This is an optimization exercise on Yosys and OpenROAD, whose aim is small area and a short achievable clock period, not a production implementation. Only simulation tests tie the RTL to the original design; equivalence was not proved. Power is estimated from default activity; no workload was simulated.

File: design/flow/config.mk
export PLATFORM = sky130hd
export DESIGN_NAME = decode_issue
export DESIGN_NICKNAME = decode_issue
export VERILOG_FILES = /design/flow/design.v
export SDC_FILE = /design/flow/constraint.sdc
export NUM_CORES = 4
export LEC_CHECK = 0
export CAP_MARGIN = 20
export CORE_MARGIN = 2
export CORE_UTILIZATION = 35
export SLEW_MARGIN = 20
File: design/flow/constraint.sdc
create_clock -name core_clock -period 5.0 [get_ports {clk_i}]
set_input_delay 1.0000 -clock core_clock [delete_from_list [all_inputs] [get_ports {clk_i}]]
set_output_delay 1.0000 -clock core_clock [all_outputs]
set_load 0.01 [all_outputs]
File: design/flow/design.v
package decode_issue_pkg;
    localparam logic [6:0] OPC_OP     = 7'b0110011;
    localparam logic [6:0] OPC_OP_IMM = 7'b0010011;
    localparam logic [6:0] OPC_LUI    = 7'b0110111;
    localparam logic [6:0] OPC_AUIPC  = 7'b0010111;
    localparam logic [2:0] F3_ADD  = 3'b000;
    localparam logic [2:0] F3_SLL  = 3'b001;
    localparam logic [2:0] F3_SLT  = 3'b010;
    localparam logic [2:0] F3_SLTU = 3'b011;
    localparam logic [2:0] F3_XOR  = 3'b100;
    localparam logic [2:0] F3_SR   = 3'b101;
    localparam logic [2:0] F3_OR   = 3'b110;
    localparam logic [2:0] F3_AND  = 3'b111;
    typedef enum logic [1:0] {
        IMM_NONE  = 2'd0,
        IMM_I     = 2'd1,
        IMM_SHAMT = 2'd2,
        IMM_U     = 2'd3
    } imm_fmt_e;
    typedef struct packed {
        logic [31:0] a;
        logic [31:0] b;
        logic [2:0]  funct3;
        logic        funct7;
        logic        pc_add;
        logic [4:0]  rd;
    } ex_op_t;
    function automatic logic is_shift(input logic [2:0] funct3);
        is_shift = (funct3 == decode_issue_pkg::F3_SLL) || (funct3 == decode_issue_pkg::F3_SR);
    endfunction
    function automatic logic [31:0] gen_imm(input imm_fmt_e fmt, input logic [31:0] instr);
        logic [31:0] imm;
        case (fmt)
            decode_issue_pkg::IMM_I:     imm = {{20{instr[31]}}, instr[31:20]};
            decode_issue_pkg::IMM_SHAMT: imm = {27'd0, instr[24:20]};
            decode_issue_pkg::IMM_U:     imm = {instr[31:12], 12'd0};
            default:   imm = 32'd0;
        endcase
        gen_imm = imm;
    endfunction
endpackage
module regfile (
    input  logic        clk_i,
    input  logic        rst_ni,
    input  logic [4:0]  ra1_i,
    output logic [31:0] rd1_o,
    input  logic [4:0]  ra2_i,
    output logic [31:0] rd2_o,
    input  logic        we_i,
    input  logic [4:0]  wa_i,
    input  logic [31:0] wd_i
);
    logic [31:0] regs_q [0:31];
    assign rd1_o = (ra1_i == 5'd0) ? 32'd0 : regs_q[ra1_i];
    assign rd2_o = (ra2_i == 5'd0) ? 32'd0 : regs_q[ra2_i];
    always_ff @(posedge clk_i or negedge rst_ni) begin
        if (!rst_ni) begin
            for (int i = 0; i < 32; i++) begin
                regs_q[i] <= 32'd0;
            end
        end else if (we_i && (wa_i != 5'd0)) begin
            regs_q[wa_i] <= wd_i;
        end else begin
            regs_q[0] <= 32'd0;
        end
    end
endmodule
module decode_issue #(
    parameter bit FWD_EN = 1'b1
) (
    input  logic        clk_i,
    input  logic        rst_ni,
    input  logic        instr_valid_i,
    output logic        instr_ready_o,
    input  logic [31:0] instr_i,
    input  logic [31:0] pc_i,
    output logic        ex_valid_o,
    input  logic        ex_ready_i,
    output logic [31:0] a_o,
    output logic [31:0] b_o,
    output logic [2:0]  funct3_o,
    output logic        funct7_o,
    output logic        pc_add_o,
    output logic [4:0]  rd_o,
    input  logic        wb_valid_i,
    input  logic [4:0]  wb_rd_i,
    input  logic [31:0] wb_data_i,
    output logic        illegal_o
);
    logic [6:0]  opcode_s;
    logic [4:0]  rd_s;
    logic [4:0]  rs1_s;
    logic [4:0]  rs2_s;
    logic [2:0]  funct3_s;
    logic [31:0] rf_rd1_s;
    logic [31:0] rf_rd2_s;
    logic [31:0] rs1_val_s;
    logic [31:0] rs2_val_s;
    logic        fwd1_s;
    logic        fwd2_s;
    logic        use_rs1_s;
    logic        use_rs2_s;
    logic        legal_s;
    logic        hazard_s;
    logic        accept_s;
    decode_issue_pkg::imm_fmt_e    imm_fmt_s;
    decode_issue_pkg::ex_op_t      op_s;
    decode_issue_pkg::ex_op_t      op_d, op_q;
    logic        ex_valid_d, ex_valid_q;
    logic        illegal_d, illegal_q;
    logic [31:0] pend_d, pend_q;
    assign opcode_s = instr_i[6:0];
    assign rd_s     = instr_i[11:7];
    assign funct3_s = instr_i[14:12];
    assign rs1_s    = instr_i[19:15];
    assign rs2_s    = instr_i[24:20];
    regfile u_regfile (
        .clk_i (clk_i),
        .rst_ni(rst_ni),
        .ra1_i (rs1_s),
        .rd1_o (rf_rd1_s),
        .ra2_i (rs2_s),
        .rd2_o (rf_rd2_s),
        .we_i  (wb_valid_i),
        .wa_i  (wb_rd_i),
        .wd_i  (wb_data_i)
    );
    always_comb begin
        legal_s   = 1'b0;
        use_rs1_s = 1'b1;
        use_rs2_s = 1'b0;
        imm_fmt_s = decode_issue_pkg::IMM_NONE;
        case (opcode_s)
            decode_issue_pkg::OPC_OP: begin
                legal_s   = 1'b1;
                use_rs2_s = 1'b1;
            end
            decode_issue_pkg::OPC_OP_IMM: begin
                legal_s   = 1'b1;
                imm_fmt_s = decode_issue_pkg::is_shift(funct3_s) ? decode_issue_pkg::IMM_SHAMT : decode_issue_pkg::IMM_I;
            end
            decode_issue_pkg::OPC_LUI, decode_issue_pkg::OPC_AUIPC: begin
                legal_s   = 1'b1;
                use_rs1_s = 1'b0;
                imm_fmt_s = decode_issue_pkg::IMM_U;
            end
            default: begin
                legal_s = 1'b0;
            end
        endcase
    end
    assign fwd1_s = FWD_EN && wb_valid_i && (wb_rd_i == rs1_s) && (rs1_s != 5'd0);
    assign fwd2_s = FWD_EN && wb_valid_i && (wb_rd_i == rs2_s) && (rs2_s != 5'd0);
    assign rs1_val_s = fwd1_s ? wb_data_i : rf_rd1_s;
    assign rs2_val_s = fwd2_s ? wb_data_i : rf_rd2_s;
    assign hazard_s = (use_rs1_s && pend_q[rs1_s] && !fwd1_s) ||
                      (use_rs2_s && pend_q[rs2_s] && !fwd2_s);
    assign instr_ready_o = (!ex_valid_q || ex_ready_i) && !hazard_s;
    assign accept_s      = instr_valid_i && instr_ready_o;
    always_comb begin
        op_s.a      = rs1_val_s;
        op_s.b      = decode_issue_pkg::gen_imm(imm_fmt_s, instr_i);
        op_s.funct3 = funct3_s;
        op_s.funct7 = 1'b1;
        op_s.pc_add = 1'b0;
        op_s.rd     = rd_s;
        case (opcode_s)
            decode_issue_pkg::OPC_OP: begin
                op_s.b      = decode_issue_pkg::is_shift(funct3_s) ? {27'd0, rs2_val_s[4:0]} : rs2_val_s;
                op_s.funct7 = ~instr_i[30];
            end
            decode_issue_pkg::OPC_OP_IMM: begin
                if (decode_issue_pkg::is_shift(funct3_s)) begin
                    op_s.funct7 = ~instr_i[30];
                end else begin
                    op_s.funct7 = 1'b1;
                end
            end
            decode_issue_pkg::OPC_LUI: begin
                op_s.a      = 32'd0;
                op_s.funct3 = decode_issue_pkg::F3_ADD;
            end
            decode_issue_pkg::OPC_AUIPC: begin
                op_s.a      = pc_i;
                op_s.funct3 = decode_issue_pkg::F3_ADD;
                op_s.pc_add = 1'b1;
            end
            default: begin
                op_s.pc_add = 1'b0;
            end
        endcase
    end
    always_comb begin
        op_d       = op_q;
        ex_valid_d = ex_valid_q;
        illegal_d  = 1'b0;
        pend_d     = pend_q;
        if (wb_valid_i) begin
            pend_d[wb_rd_i] = 1'b0;
        end else begin
            pend_d = pend_q;
        end
        if (accept_s) begin
            if (legal_s) begin
                op_d         = op_s;
                ex_valid_d   = 1'b1;
                pend_d[rd_s] = 1'b1;
            end else begin
                ex_valid_d = 1'b0;
                illegal_d  = 1'b1;
            end
        end else if (ex_ready_i) begin
            ex_valid_d = 1'b0;
        end else begin
            ex_valid_d = ex_valid_q;
        end
        pend_d[0] = 1'b0;
    end
    always_ff @(posedge clk_i or negedge rst_ni) begin
        if (!rst_ni) begin
            op_q       <= '0;
            ex_valid_q <= 1'b0;
            illegal_q  <= 1'b0;
            pend_q     <= 32'd0;
        end else begin
            op_q       <= op_d;
            ex_valid_q <= ex_valid_d;
            illegal_q  <= illegal_d;
            pend_q     <= pend_d;
        end
    end
    assign ex_valid_o = ex_valid_q;
    assign illegal_o  = illegal_q;
    assign a_o        = op_q.a;
    assign b_o        = op_q.b;
    assign funct3_o   = op_q.funct3;
    assign funct7_o   = op_q.funct7;
    assign pc_add_o   = op_q.pc_add;
    assign rd_o       = op_q.rd;
endmodule
File: design/flow/run.sh
#!/bin/bash
# synth_recipe.tcl (not shown) runs the flow's synth.tcl, then flattens the netlist and writes it again
# the make line also repeats each setting of config.mk as NAME=value (left out here)
make -C /OpenROAD-flow-scripts/flow DESIGN_CONFIG=/design/flow/config.mk WORK_HOME=/design/flow/orfs CLKGATE_MAP_FILE= SYNTH_SCRIPT=/design/flow/synth_recipe.tcl finish
==> notes.md <==
* Outcome: no timing/DRC/antenna violations
* Area delta synth->final at 19.7%
* GPL Wtd Cong at 0.997
* Critical path buffer and inverter count at 2
* CP Depth at 7
* Gate Count Post-Synth at 4752
* Layout cell share with drive strength beyond 1 at 34.7%
* Post-Syn Nets at 4867
* RR Startpoint: pend_q[7]$_DFF_PN0_
* Placed cell areas at 62300 µm²
* Critical path's top delay family: buffers and inverters
* First-pass GRT wire length at 410000 µm
* Most frequent CP cell: clkdlybuf4s50_1
* Total gr overflow at 0
* Synth warnings at 3
* Setup TNS at 0 ps
* Post-DP HPWL at 187000 µm
* RSZ-0062 raised after global routing: no
* Core area at 158000 µm²
* Initial antenna violation count at 43
* GR peak layer: met2
* Port Buffers at 182
* Final core utilization at 42.1%
* DRC viols at 0
* Synth cell count leaders: dfrtp_1 (1099), mux2_2 (1007), a22oi_1 (738)
* Hold_ws at 304 ps
* Crit-path slowest cell: clkdlybuf4s50_1
* Worst-Skew Late Latency at 800 ps
* EDFF count, synth at 0
* Max-slew headroom at 13.9%
* Cell Chain, Critical Path: clkdlybuf4s50_1 > mux2_2 > a221o_1 > a221oi_1 > a2111oi_2 > nor2_1 > clkdlybuf4s50_1
* Setup CP Type: input port to primary output
* Area of the multi-input gates at 26100 µm²
* Tot GR Track Use at 36.2%
* Total power at 25.7 mW
* R2r setup slk at 1630 ps
* Max Slew Vio Count at 0
* Main synth FF type: dfrtp_1
* Top-Level Pins at 183
* Top cells by area, synth: dfrtp_1 (50%), mux2_2 (20%), a22oi_1 (10%), and3_1 (2.7%), clkbuf_1 (2.3%)
* Largest net degree at the start of global routing at 135
* CTS Buf Count at 120
* Clk slew on worst S/H paths at 60 ps
* TritonCTS clock tree: done
* Wire length per cell at 42.2 µm
* Root buf cell: clkbuf_16
* Final min period at 4830 ps
* FP Rows at 146
* Clock tree buffer depth at 3
* Fill cell count at 14758
* CP max FO at 7
* H-tree Lvls at 3
* Reg-to-reg endpoint: op_q[25]$_DFFE_PN0P_
* Synth unique cells at 68
* Worst path required time at 4000 ps
* Fmax at 207 MHz
* Leak at 29.1 nW
* Flops & latches, synth at 1099
* Finish-stage setup viols at 0
* Vias after detailed routing at 51678
* Die H at 402 µm
* Depth of the most critical reg-to-reg path at 9
* Worst setup SP type: input port
* Total Routed Length at 302000 µm
* Period utilization at 96.6%
* Top cell type by total area after synthesis: dfrtp_1
* Met2 Usage GRT at 48.8%
* Post-CTS Setup Bufs at 0
* DIE AREA at 162000 µm²
* Final Skew at 40.4 ps
* Vias in the first global route at 48564
* Met1 GRT Util at 46.7%
* Post-Syn Area at 55500 µm²
* Vias/cell at 7.22
* Sequential fraction of the synthesis area at 49.5%
* Worst min path class: input port to async pin
* DIE WIDTH at 402 µm
* Worst path arrival time at 3830 ps
* First DRT Iteration DRCs at 9909
* Worst setup EP type: primary output
* Clock sinks at 1099
* Worst Tran Pin Value at 1290 ps
* Met3 usage at 17.1%
* MaxCap Viol Count at 0
* Nets at 5073
* Hold Fails Final Rpt at 0
* Max stage delay on crit path at 720 ps
* Top cell type's share of synthesized area at 49.5%
* Worst VDD drop at 0.320 mV
* Syn avg cell area at 11.7 µm²
* Initial core utilization at 35.1%
* Cell area after layout at 66500 µm²
* FF+latch area at 27500 µm²
* Pwr dens at 387 nW/µm²
* First drt pass iteration count at 11
* Most common cell in the synthesized netlist: dfrtp_1
* Routed Antenna Nets at 0
* Async set or reset register ratio after synthesis at 100%
==> per-layer routing <==
layer / wire length (µm) / vias to the layer above / part of all wire (%)
met5: 405 / - / 0.13
met4: 23700 / 31 / 7.9
met3: 48500 / 1578 / 16
met2: 117000 / 5208 / 39
met1: 112000 / 26068 / 37
li1: - / 18793 / -
==> through the flow <==
| step | instances | worst slack, ps |
|---|---|---|
| 2_1_floorplan | 4752 | 1210 |
| 3_3_place_gp | 6906 | -108 |
| 3_5_place_dp | 6906 | -124 |
| 4_1_cts | 7131 | 64.1 |
| 5_1_grt | 7135 | 93.1 |
| 6_report | 7160 | 172 |
==> final cells by class <==
type | count | area share, %
inverters | 13 | 0.0734
diodes | 27 | 0.102
repair buffers | 591 | 9.06
multi-input cells | 3133 | 39.3
well taps | 2072 | 3.90
clock inverters | 62 | 1.17
clock buffers | 163 | 5.08
flip-flops and latches | 1099 | 41.4
==> flip-flops by register name (all words and copies together) (netlist names) <==
register,flops
pend_q,31
u_regfile.regs_q,992
op_q,74
illegal_q,1
ex_valid_q,1
==> worst max path at each step <==
| stage | slack (ps) | from | to |
|---|---|---|---|
| final | 170 | instr_i[16] | instr_ready_o |
| after global routing | 90 | instr_i[15] | instr_ready_o |
| after CTS | 60 | instr_i[16] | instr_ready_o |
| after detailed placement | -120 | instr_i[15] | op_q[56]$_DFFE_PN0P_ |
| after global placement | -110 | instr_i[22] | op_q[23]$_DFFE_PN0P_ |
| after floorplan | 1210 | wb_rd_i[3] | u_regfile.regs_q[13][10]$_DFFE_PN0P_ |
==> power breakdown <==
| part | switching (mW) | total [mW] | internal, mW | leakage (nW) |
|---|---|---|---|---|
| logic | 1.84 | 3.81 | 1.97 | 13.0 |
| registers | 1.71 | 12.3 | 10.6 | 14.1 |
| clock network | 4.06 | 9.57 | 5.51 | 2.04 |
==> cell families after synthesis <==
group           count (synthesis)  share of synthesized area (%)
compound gates               1179                           15.6
xor+xnor                       17                          0.268
fa+ha+maj                       9                          0.203
buf+inv                       520                           4.14
flops                        1099                           49.5
mux                          1022                           20.9
simple gates                  906                           9.30
==> repair_timing <==
item | 4_1_cts | 5_1_grt
endpoints found under the setup margin | 0 | 1
gates resized for setup | 0 | 1
hold buffers | 0 | 0
endpoints found under the hold margin | 0 | 0
==> placed cells by master, fill, tap and decap left out, types with 15 or more instances in the layout <==
cell type / count
a222oi_1: 40
dfrtp_1: 1099
buf_12: 91
o311ai_0: 17
o211ai_1: 31
a21oi_1: 73
nor2_1: 76
mux2_2: 1007
a221oi_1: 24
clkbuf_1: 24
clkbuf_16: 122
nand3_1: 138
and3_1: 237
clkbuf_8: 17
a2111oi_0: 77
o21a_1: 49
nand2_1: 69
nand4_1: 145
bufinv_16: 15
clkinv_2: 29
diode_2: 27
o21ai_0: 95
and2_2: 60
buf_4: 316
clkdlybuf4s50_1: 178
a22oi_1: 738
nor4_1: 53

## separate check: timing with driven ports
How much do the figures lean on ideal ports? The routed layout below was timed once more, with nothing changed but the port constraints. Step 1, drivers: a clkbuf_16 drives clk_i and a buf_2 each remaining input, both assumed. Step 2, shift: input delay + t, output delay - t, t = (earliest + latest rising clock arrival at the registers) / 2. This alone moves slack from input paths to output paths. Slacks: ideal / step 1 / step 2; pairs: ideal / step 1.
t, ns: 0.863
slack for setup (ns): 0.172 / 0.147 / -0.263
worst setup path at the end: input to register
latest minus earliest clock arrival (ns): 0.044 / 0.044
Met with ideal ports but missed after step 2: setup timing in this run. The setup slack of this run moves by -0.025 ns with the drivers and by -0.435 ns with both steps.
